From an optimization exercise on the open Yosys and OpenROAD flow, aimed at small area, a short achievable clock period and few clock cycles per item; shortcuts taken in it are not production practice. The RTL was checked by simulation tests, not by an equivalence proof against the original design. Power is estimated from default activity; no workload was simulated.

<file path="flow/flow/run.sh">
#!/bin/bash
# Layout flow: the standard synthesis, then the combinational logic is
# mapped again by ABC for delay (the registers stay as the standard synthesis
# made them, with the same names and cells), then the standard ORFS layout
# with the port buffers made of plain buf_1 cells.
set -euo pipefail
WORK=$(pwd)
R=$WORK/orfs/results/sky130hd/zone_map_range_pruner/base
PORTBUF="BUFFER_PORTS_ARGS=-buffer_cell sky130_fd_sc_hd__buf_1"
DELAY_PS=$(cat flow/abc_delay_ps)

# 1. standard synthesis, up to the Yosys netlist
bash standard.sh "$PORTBUF" "$R/1_2_yosys.v" > standard_synth.log 2>&1
cp "$R/1_2_yosys.v" "$R/1_2_yosys_standard.v"

# 2. map the combinational logic again, registers kept as they are
LIB=$FLOW_HOME/platforms/sky130hd/lib/sky130_fd_sc_hd__tt_025C_1v80.lib
SEQ=$(grep -oE 'cell \("?sky130_fd_sc_hd__(df|edf|sdf|dl|sdl|ebuf|einv|lpflow|conb)[a-z0-9_]*' "$LIB" \
      | sed 's/cell ("\{0,1\}//' | sort -u | tr '\n' ' ')
DONT=$(grep -oE 'sky130_fd_sc_hd__[a-z0-9_]+' "$FLOW_HOME/platforms/sky130hd/config.mk" \
       | sort -u | sed 's/^/-dont_use /' | tr '\n' ' ')
cat > resynth.ys <<EOS
read_liberty -ignore_miss_func $LIB
blackbox $SEQ
read_verilog $R/1_2_yosys_standard.v
hierarchy -top $FLOW_TOP
flatten
opt_clean
abc -liberty $LIB $DONT -script +strash;dch,-f;map,-D,$DELAY_PS;topo;buffer,-p;upsize,-D,$DELAY_PS;dnsize,-D,$DELAY_PS
opt_clean -purge
hilomap -singleton -hicell sky130_fd_sc_hd__conb_1 HI -locell sky130_fd_sc_hd__conb_1 LO
splitnets
opt_clean -purge
insbuf -buf sky130_fd_sc_hd__buf_4 A X
select $FLOW_TOP
write_verilog -noattr -noexpr -nohex -nodec -selected $R/1_2_yosys.v
select -clear
stat -liberty $LIB
EOS
yosys -s resynth.ys > resynth.log 2>&1
touch "$R/1_2_yosys.v"

# 3. the standard layout from the new netlist
EXTRA=()
if [[ -f flow/pre_resize.tcl ]]; then EXTRA+=("PRE_RESIZE_TCL=$WORK/flow/pre_resize.tcl"); fi
if [[ -f flow/make_vars ]]; then while read -r v; do [[ -n "$v" ]] && EXTRA+=("$v"); done < flow/make_vars; fi
bash standard.sh "$PORTBUF" "${EXTRA[@]}" finish > standard_layout.log 2>&1
</file>
<file path="flow/flow/abc_delay_ps">
1500
</file>
<file path="flow/flow/pre_resize.tcl">
set_max_fanout 12 [current_design]
</file>
<file path="flow/standard.sh">
#!/bin/bash
# synth_recipe.tcl (not shown) runs the flow's synth.tcl, then flattens the netlist and writes it again
# the make line also repeats each setting of config.mk as NAME=value (left out here)
make -C /OpenROAD-flow-scripts/flow DESIGN_CONFIG=/design/flow/config.mk WORK_HOME=/design/flow/orfs CLKGATE_MAP_FILE= SYNTH_SCRIPT=/design/flow/synth_recipe.tcl "${@:-finish}"
</file>
<file path="flow/config.mk">
export PLATFORM = sky130hd
export DESIGN_NAME = zone_map_range_pruner
export DESIGN_NICKNAME = zone_map_range_pruner
export VERILOG_FILES = /design/flow/design.v
export SDC_FILE = /design/flow/constraint.sdc
export NUM_CORES = 4
export LEC_CHECK = 0
export CAP_MARGIN = 20
export CORE_MARGIN = 2
export CORE_UTILIZATION = 40
export SETUP_SLACK_MARGIN = 2.0
export SLEW_MARGIN = 20
</file>
<file path="flow/constraint.sdc">
create_clock -name core_clock -period 5.0 [get_ports {clk}]
set_input_delay 1.0000 -clock core_clock [delete_from_list [all_inputs] [get_ports {clk}]]
set_output_delay 1.0000 -clock core_clock [all_outputs]
set_load 0.01 [all_outputs]
</file>
<file path="flow/design.v">
`timescale 1ns / 1ps
package zmrp_pkg;
  localparam int KEY_BITS = 64;
  localparam int KEY_W    = 64;
  localparam int PAGE_W   = 32;
  localparam int RCNT_W   = 32;
  localparam int PSUM_W   = 48;
  localparam int REASON_W = 3;
  localparam int DATA_W    = 64;
  localparam int ADDR_W    = 6;
  localparam int REG_IDX_W = 3;
  localparam int QUEUE_DEPTH = 2;
  localparam int QPTR_W      = $clog2(QUEUE_DEPTH);
  localparam int QCNT_W      = $clog2(QUEUE_DEPTH + 1);
  localparam logic [REASON_W-1:0] REASON_PRUNED       = 3'd0;
  localparam logic [REASON_W-1:0] REASON_NO_VERSION   = 3'd1;
  localparam logic [REASON_W-1:0] REASON_NO_SECURITY  = 3'd2;
  localparam logic [REASON_W-1:0] REASON_META_MISSING = 3'd3;
  localparam logic [REASON_W-1:0] REASON_STALE        = 3'd4;
  localparam logic [REASON_W-1:0] REASON_INCOMPATIBLE = 3'd5;
  localparam logic [REASON_W-1:0] REASON_NO_BOUNDS    = 3'd6;
  localparam logic [REASON_W-1:0] REASON_NO_PROOF     = 3'd7;
  localparam logic [REG_IDX_W-1:0] REG_LOWER_KEY    = 3'd0;
  localparam logic [REG_IDX_W-1:0] REG_UPPER_KEY    = 3'd1;
  localparam logic [REG_IDX_W-1:0] REG_LOWER_EN     = 3'd2;
  localparam logic [REG_IDX_W-1:0] REG_UPPER_EN     = 3'd3;
  localparam logic [REG_IDX_W-1:0] REG_LOWER_INCL   = 3'd4;
  localparam logic [REG_IDX_W-1:0] REG_UPPER_INCL   = 3'd5;
  localparam logic [REG_IDX_W-1:0] REG_VERSION_PLAN = 3'd6;
  localparam logic [REG_IDX_W-1:0] REG_SECURE_PLAN  = 3'd7;
  typedef struct packed {
    logic [KEY_W-1:0] lower_bound_key;
    logic [KEY_W-1:0] upper_bound_key;
    logic             lower_enable;
    logic             upper_enable;
    logic             lower_incl;
    logic             upper_incl;
    logic             version_recheck_planned;
    logic             security_recheck_planned;
  } cfg_t;
  typedef struct packed {
    logic                pruned;
    logic [REASON_W-1:0] reason_code;
    logic [PAGE_W-1:0]   page_span;
  } cls_t;
endpackage
`timescale 1ns / 1ps
import zmrp_pkg::*;
module zmrp_front (
  input  logic [zmrp_pkg::KEY_W-1:0]    ranges_range_min_key,
  input  logic [zmrp_pkg::KEY_W-1:0]    ranges_range_max_key,
  input  logic                          ranges_min_known,
  input  logic                          ranges_max_known,
  input  logic                          ranges_min_incl,
  input  logic                          ranges_max_incl,
  input  logic                          ranges_type_conflict,
  input  logic                          ranges_meta_present,
  input  logic                          ranges_meta_current,
  input  logic                          ranges_pred_compatible,
  input  zmrp_pkg::cfg_t                cfg,
  output logic                          pruned,
  output logic [zmrp_pkg::REASON_W-1:0] reason_code
);
  function automatic logic lt_or_tie(input logic [KEY_W-1:0] a,
                                     input logic [KEY_W-1:0] b,
                                     input logic             tie);
    logic [KEY_W-1:0] g;
    logic [KEY_W-1:0] p;
    g = b & ~a;
    p = b | ~a;
    for (int s = 1; s < KEY_W; s = s * 2) begin
      for (int i = 0; i < KEY_W; i = i + 2 * s) begin
        g[i+2*s-1] = g[i+2*s-1] | (p[i+2*s-1] & g[i+s-1]);
        p[i+2*s-1] = p[i+2*s-1] & p[i+s-1];
      end
    end
    lt_or_tie = g[KEY_W-1] | (p[KEY_W-1] & tie);
  endfunction
  logic below_lower;
  logic above_upper;
  logic excluded;
  assign below_lower = lt_or_tie(ranges_range_max_key, cfg.lower_bound_key,
                                 !ranges_max_incl || !cfg.lower_incl);
  assign above_upper = lt_or_tie(cfg.upper_bound_key, ranges_range_min_key,
                                 !ranges_min_incl || !cfg.upper_incl);
  assign excluded    = (cfg.lower_enable && below_lower) ||
                       (cfg.upper_enable && above_upper);
  always_comb begin
    pruned = 1'b0;
    if (!cfg.version_recheck_planned) begin
      reason_code = REASON_NO_VERSION;
    end else if (!cfg.security_recheck_planned) begin
      reason_code = REASON_NO_SECURITY;
    end else if (!ranges_meta_present) begin
      reason_code = REASON_META_MISSING;
    end else if (!ranges_meta_current) begin
      reason_code = REASON_STALE;
    end else if (!ranges_pred_compatible) begin
      reason_code = REASON_INCOMPATIBLE;
    end else if (!ranges_min_known || !ranges_max_known) begin
      reason_code = REASON_NO_BOUNDS;
    end else if (!ranges_type_conflict && excluded) begin
      pruned      = 1'b1;
      reason_code = REASON_PRUNED;
    end else begin
      reason_code = REASON_NO_PROOF;
    end
  end
endmodule
`timescale 1ns / 1ps
`timescale 1ns / 1ps
import zmrp_pkg::*;
module zmrp_back (
  input  logic                          clk,
  input  logic                          rst,
  input  logic                          ranges_valid,
  output logic                          ranges_ready,
  input  logic                          cls_pruned,
  input  logic [zmrp_pkg::REASON_W-1:0] cls_reason,
  input  logic [zmrp_pkg::PAGE_W-1:0]   page_span,
  output logic                          results_valid,
  input  logic                          results_ready,
  output logic                          results_pruned,
  output logic [zmrp_pkg::REASON_W-1:0] results_reason_code,
  output logic [zmrp_pkg::RCNT_W-1:0]   results_ranges_pruned_total,
  output logic [zmrp_pkg::RCNT_W-1:0]   results_ranges_scanned_total,
  output logic [zmrp_pkg::PSUM_W-1:0]   results_pages_pruned_total,
  output logic [zmrp_pkg::PSUM_W-1:0]   results_pages_scanned_total,
  output logic                          results_any_pruned_flag
);
  logic                out_valid;
  logic                pruned;
  logic [REASON_W-1:0] reason_code;
  logic [RCNT_W-1:0]   pruned_range_count;
  logic [RCNT_W-1:0]   scanned_range_count;
  logic [PSUM_W-1:0]   pruned_page_sum;
  logic [PSUM_W-1:0]   scanned_page_sum;
  logic                seen_prune;
  logic                accept;
  logic [RCNT_W-1:0]   pruned_count_next;
  logic [RCNT_W-1:0]   scanned_count_next;
  logic [PSUM_W:0]     pruned_sum_wide;
  logic [PSUM_W:0]     scanned_sum_wide;
  logic [PSUM_W-1:0]   pruned_sum_next;
  logic [PSUM_W-1:0]   scanned_sum_next;
  assign ranges_ready = !out_valid || results_ready;
  assign accept       = ranges_valid && ranges_ready;
  always_comb begin
    pruned_count_next  = (pruned_range_count == '1) ? pruned_range_count
                                                    : pruned_range_count + 1'b1;
    scanned_count_next = (scanned_range_count == '1) ? scanned_range_count
                                                     : scanned_range_count + 1'b1;
    pruned_sum_wide    = {1'b0, pruned_page_sum} +
                         {{(PSUM_W + 1 - PAGE_W){1'b0}}, page_span};
    scanned_sum_wide   = {1'b0, scanned_page_sum} +
                         {{(PSUM_W + 1 - PAGE_W){1'b0}}, page_span};
    pruned_sum_next    = pruned_sum_wide[PSUM_W] ? '1 : pruned_sum_wide[PSUM_W-1:0];
    scanned_sum_next   = scanned_sum_wide[PSUM_W] ? '1 : scanned_sum_wide[PSUM_W-1:0];
  end
  always_ff @(posedge clk) begin
    if (rst) begin
      out_valid           <= 1'b0;
      pruned_range_count  <= '0;
      scanned_range_count <= '0;
      pruned_page_sum     <= '0;
      scanned_page_sum    <= '0;
      seen_prune          <= 1'b0;
    end else begin
      if (ranges_ready) begin
        out_valid <= ranges_valid;
      end
      if (accept) begin
        if (cls_pruned) begin
          pruned_range_count <= pruned_count_next;
          pruned_page_sum    <= pruned_sum_next;
          seen_prune         <= 1'b1;
        end else begin
          scanned_range_count <= scanned_count_next;
          scanned_page_sum    <= scanned_sum_next;
        end
      end
    end
  end
  always_ff @(posedge clk) begin
    if (accept) begin
      pruned      <= cls_pruned;
      reason_code <= cls_reason;
    end
  end
  assign results_valid                = out_valid;
  assign results_pruned               = pruned;
  assign results_reason_code          = reason_code;
  assign results_ranges_pruned_total  = pruned_range_count;
  assign results_ranges_scanned_total = scanned_range_count;
  assign results_pages_pruned_total   = pruned_page_sum;
  assign results_pages_scanned_total  = scanned_page_sum;
  assign results_any_pruned_flag      = seen_prune;
endmodule
`timescale 1ns / 1ps
import zmrp_pkg::*;
module zone_map_range_pruner (
  input  logic                          clk,
  input  logic                          rst,
  input  logic                          psel,
  input  logic                          penable,
  input  logic                          pwrite,
  input  logic [zmrp_pkg::ADDR_W-1:0]   paddr,
  input  logic [zmrp_pkg::DATA_W-1:0]   pwdata,
  output logic [zmrp_pkg::DATA_W-1:0]   prdata,
  output logic                          pready,
  input  logic                          ranges_valid,
  output logic                          ranges_ready,
  input  logic [zmrp_pkg::KEY_W-1:0]    ranges_range_min_key,
  input  logic [zmrp_pkg::KEY_W-1:0]    ranges_range_max_key,
  input  logic                          ranges_min_known,
  input  logic                          ranges_max_known,
  input  logic                          ranges_min_incl,
  input  logic                          ranges_max_incl,
  input  logic                          ranges_type_conflict,
  input  logic                          ranges_meta_present,
  input  logic                          ranges_meta_current,
  input  logic                          ranges_pred_compatible,
  input  logic [zmrp_pkg::PAGE_W-1:0]   ranges_page_span,
  output logic                          results_valid,
  input  logic                          results_ready,
  output logic                          results_pruned,
  output logic [zmrp_pkg::REASON_W-1:0] results_reason_code,
  output logic [zmrp_pkg::RCNT_W-1:0]   results_ranges_pruned_total,
  output logic [zmrp_pkg::RCNT_W-1:0]   results_ranges_scanned_total,
  output logic [zmrp_pkg::PSUM_W-1:0]   results_pages_pruned_total,
  output logic [zmrp_pkg::PSUM_W-1:0]   results_pages_scanned_total,
  output logic                          results_any_pruned_flag
);
  zmrp_pkg::cfg_t       cfg;
  logic                 cfg_wr;
  logic [REG_IDX_W-1:0] reg_idx;
  logic [7:0]           rd_sel;
  logic                 cls_pruned;
  logic [REASON_W-1:0]  cls_reason;
  assign pready  = 1'b1;
  assign cfg_wr  = psel && penable && pwrite;
  assign reg_idx = paddr[ADDR_W-1:3];
  always_ff @(posedge clk) begin
    if (rst) begin
      cfg <= '0;
    end else if (cfg_wr) begin
      case (reg_idx)
        REG_LOWER_KEY:    cfg.lower_bound_key          <= pwdata[KEY_W-1:0];
        REG_UPPER_KEY:    cfg.upper_bound_key          <= pwdata[KEY_W-1:0];
        REG_LOWER_EN:     cfg.lower_enable             <= pwdata[0];
        REG_UPPER_EN:     cfg.upper_enable             <= pwdata[0];
        REG_LOWER_INCL:   cfg.lower_incl               <= pwdata[0];
        REG_UPPER_INCL:   cfg.upper_incl               <= pwdata[0];
        REG_VERSION_PLAN: cfg.version_recheck_planned  <= pwdata[0];
        REG_SECURE_PLAN:  cfg.security_recheck_planned <= pwdata[0];
        default:          cfg                          <= cfg;
      endcase
    end
  end
  always_ff @(posedge clk) begin
    rd_sel <= 8'b1 << reg_idx;
  end
  always_comb begin
    prdata    = ({DATA_W{rd_sel[REG_LOWER_KEY]}} & DATA_W'(cfg.lower_bound_key)) |
                ({DATA_W{rd_sel[REG_UPPER_KEY]}} & DATA_W'(cfg.upper_bound_key));
    prdata[0] = prdata[0] |
                (rd_sel[REG_LOWER_EN]     && cfg.lower_enable) |
                (rd_sel[REG_UPPER_EN]     && cfg.upper_enable) |
                (rd_sel[REG_LOWER_INCL]   && cfg.lower_incl) |
                (rd_sel[REG_UPPER_INCL]   && cfg.upper_incl) |
                (rd_sel[REG_VERSION_PLAN] && cfg.version_recheck_planned) |
                (rd_sel[REG_SECURE_PLAN]  && cfg.security_recheck_planned);
  end
  zmrp_front u_front (
    .ranges_range_min_key   (ranges_range_min_key),
    .ranges_range_max_key   (ranges_range_max_key),
    .ranges_min_known       (ranges_min_known),
    .ranges_max_known       (ranges_max_known),
    .ranges_min_incl        (ranges_min_incl),
    .ranges_max_incl        (ranges_max_incl),
    .ranges_type_conflict   (ranges_type_conflict),
    .ranges_meta_present    (ranges_meta_present),
    .ranges_meta_current    (ranges_meta_current),
    .ranges_pred_compatible (ranges_pred_compatible),
    .cfg                    (cfg),
    .pruned                 (cls_pruned),
    .reason_code            (cls_reason)
  );
  zmrp_back u_back (
    .clk                          (clk),
    .rst                          (rst),
    .ranges_valid                 (ranges_valid),
    .ranges_ready                 (ranges_ready),
    .cls_pruned                   (cls_pruned),
    .cls_reason                   (cls_reason),
    .page_span                    (ranges_page_span),
    .results_valid                (results_valid),
    .results_ready                (results_ready),
    .results_pruned               (results_pruned),
    .results_reason_code          (results_reason_code),
    .results_ranges_pruned_total  (results_ranges_pruned_total),
    .results_ranges_scanned_total (results_ranges_scanned_total),
    .results_pages_pruned_total   (results_pages_pruned_total),
    .results_pages_scanned_total  (results_pages_scanned_total),
    .results_any_pruned_flag      (results_any_pruned_flag)
  );
endmodule
</file>
==> summary.txt <==
## flip-flops by register name, indices dropped and copies added (netlist names)
register / cells
u_back.out_valid: 1
rd_sel: 8
u_back.scanned_page_sum: 48
u_back.reason_code: 3
cfg: 134
u_back.pruned_range_count: 32
u_back.pruned: 1
u_back.pruned_page_sum: 48
u_back.seen_prune: 1
u_back.scanned_range_count: 32
## layout make-up
type / instances / area (um^2)
diodes: 10 / 25.0
clock buffers: 58 / 1130
clock inverters: 11 / 165
fillers: 4599 / 21900
inverters: 431 / 1640
multi-input cells: 1800 / 11500
flip-flops and latches: 308 / 6210
well taps: 615 / 769
repair buffers: 669 / 4110
## layer usage
| metal | share of wire, % | routed length (um) | GRT usage [%] | vias to the layer above |
|---|---|---|---|---|
| met2 | 47 | 36500 | 49.1 | 858 |
| met5 | 0.048 | 37 | 0 | - |
| met3 | 8.1 | 6200 | 7.09 | 240 |
| met1 | 39 | 30400 | 34.3 | 10300 |
| met4 | 5.0 | 3850 | 12.4 | 6 |
| li1 | - | - | - | 10400 |
## final timing paths
path / to / slack (ns) / cells after the start
worst max-delay path: u_back.scanned_page_sum[25] / 1.66 / 16
worst max register to register: u_back.scanned_page_sum[25] / 1.80 / 15
worst min register to register: u_back.scanned_range_count[1] / 0.46 / 2
worst min-delay path: u_back.scanned_range_count[1] / 0.46 / 2
## metrics by stage
step                hold WS [ns]  std cells  power (mW)  TNS [ns]
floorplan                  0.435       2785        3.11         0
global placement           0.449       3642        3.32         0
detailed placement         0.456       3729        3.40   -141.30
CTS                        0.464       3848        6.42         0
global route               0.492       3900        6.72         0
finish                     0.461       3902        6.49         0
## report_power, final
group,total (mW),internal [mW],switching (mW)
sequential,2.56,2.51,0.0521
combinational,0.996,0.383,0.613
clock,2.93,1.76,1.16
total,6.49,4.66,1.83
## timing repair
action,CTS,global route
pin swaps,46,97
setup endpoints to repair,354,284
gates cloned,6,5
buffers inserted,44,39
resized for setup,532,336
## worst max-delay path: cells and delay by family
family / cells / cell delay (ns)
buf+inv: 7 / 0.87
compound gates: 5 / 0.90
simple gates: 4 / 0.98
==> impl_results.md <==
* TritonRoute pass-1 iters at 5
* Yosys Warn Count at 3
* Vert. Die Dim at 223 um
* Final Hold Fails at 0
* Synthesized cell area at 0.0191 mm^2
* Die width at 223 um
* CTS H-Tree Depth at 2
* Crit Path Category: input pin to flop
* Congestion Overflow GR at 0
* Residual DRC at 0
* Core ar. at 0.0474 mm^2
* Io pins at 477
* Top cell by count, worst path: buf_12
* Max incr delay on CP at 0.35 ns
* Hold Buf Count CTS at 0
* Most common cell after layout, fill and taps aside: buf_1
* Tmin final at 3.34 ns
* CP Data Arrival Time at 3.78 ns
* Hold path startpoint: u_back.scanned_range_count[1]
* Largest net degree at the start of global routing at 13
* Tightest Hold Check Type: flop to flop
* Worst r2r src: cfg[125]
* Vias per cell at 5.58
* Critical-path top delay cell: nor4_4
* DRT Wirelength at 76.9 mm
* Startpoint Class: input pin
* Gate Count Post-Synth at 2785
* Clock transition at the registers of the reported paths at 0.06 ns
* Crit share post-route at 66.8%
* P_leak at 9.65 nW
* Fmax at 0.299 GHz
* Sink Count at 308
* Design Area, Final at 0.0255 mm^2
* Worst VDD drop at 0.180 mV
* Latest clock arrival within the worst-skew pair at 0.56 ns
* PwrDens at 254 mW/mm^2
* Final WS setup at 1.66 ns
* Maximum Capacitance Violations at 0
* Rel. slew slack at 49.7%
* Initial Utilization at 40.3%
* Hpwl dp at 57.4 mm
* WL/cell at 19.7 um
* Die area at 0.0496 mm^2
* Util after Layout at 53.8%
* Unrepaired setup endpoints after global routing: yes
* Iter 0 DRT Violations at 1362
* Nature of the critical path endpoint: flop
* Syn_area_per_cell at 6.87 um^2
* Total GRT Usage at 28.8%
* Nets at 3494
* Worst Skew at 0.0181 ns
* Initial antenna violation count at 11
* Antenna-violating nets left at 0
* Critical path cell sequence: buf_4, o2bb2ai_4, nor4_4, and3_4, nand4_1, a31oi_4, o211ai_2, nand4_4, buf_12, buf_8, a21oi_4, buf_6, buf_12, buf_12, buf_12, o221a_4
* Row Count at 80
* Final GP Congestion at 0.938
* Most frequent cells in the layout: 426 x buf_1, 369 x inv_1, 304 x dfxtp_1
* IO buf count at 472
* Via count at 21800
* Final Max Slew Viols at 0
* CTS tree: done
* Max Root-Sink Buffers at 3
* Area Overhead vs Synth at 33.4%
* Crit path required time at 5.44 ns
* Vias in the first global route at 20500
* Mapped Nets at 3030
* CP startpoint: ranges_range_max_key[54]
* Area after DPL at 0.0211 mm^2
* Actual slew at the worst max-slew pin at 0.755 ns
* Root Driver: clkbuf_16
* Crit-path max FO at 6
* Num CTS Buffers at 39
* # setup viols final at 0
* Place WS at -2.04 ns
* Outcome: timing/DRC/antenna clean
* Ratio of cells with drive above 1 in the final layout at 20.3%
* First-pass GRT wire length at 113 mm
Testbench counts, summed over its fixed seeds: cycles 16,032, items 16,000.

what the ideal ports hide:
Ports are ideal in the flow. The routed layout listed here was re-timed in OpenROAD.
Step 1 assumes that a clkbuf_16 drives the clock port and a buf_2 every other input.
Step 2 moves the port delays by t, midway between the first and last clock arrival at a register: inputs arrive t later, outputs are due t later. That takes back most of the time a late clock gives input paths.
Slacks: no drivers / after step 1 / after step 2; pairs: no drivers / after step 1.
t (ns): 0.614
setup WS [ns]: 1.661 / 1.693 / 1.079
latest minus earliest clock arrival (ns): 0.018 / 0.018
worst data-port slew with drivers (ns): 0.14
cell pins on the clock port's net: 1
After both steps this run still meets setup and hold. For this run, drivers alone change the setup slack by +0.032 ns; drivers and shift together by -0.582 ns.
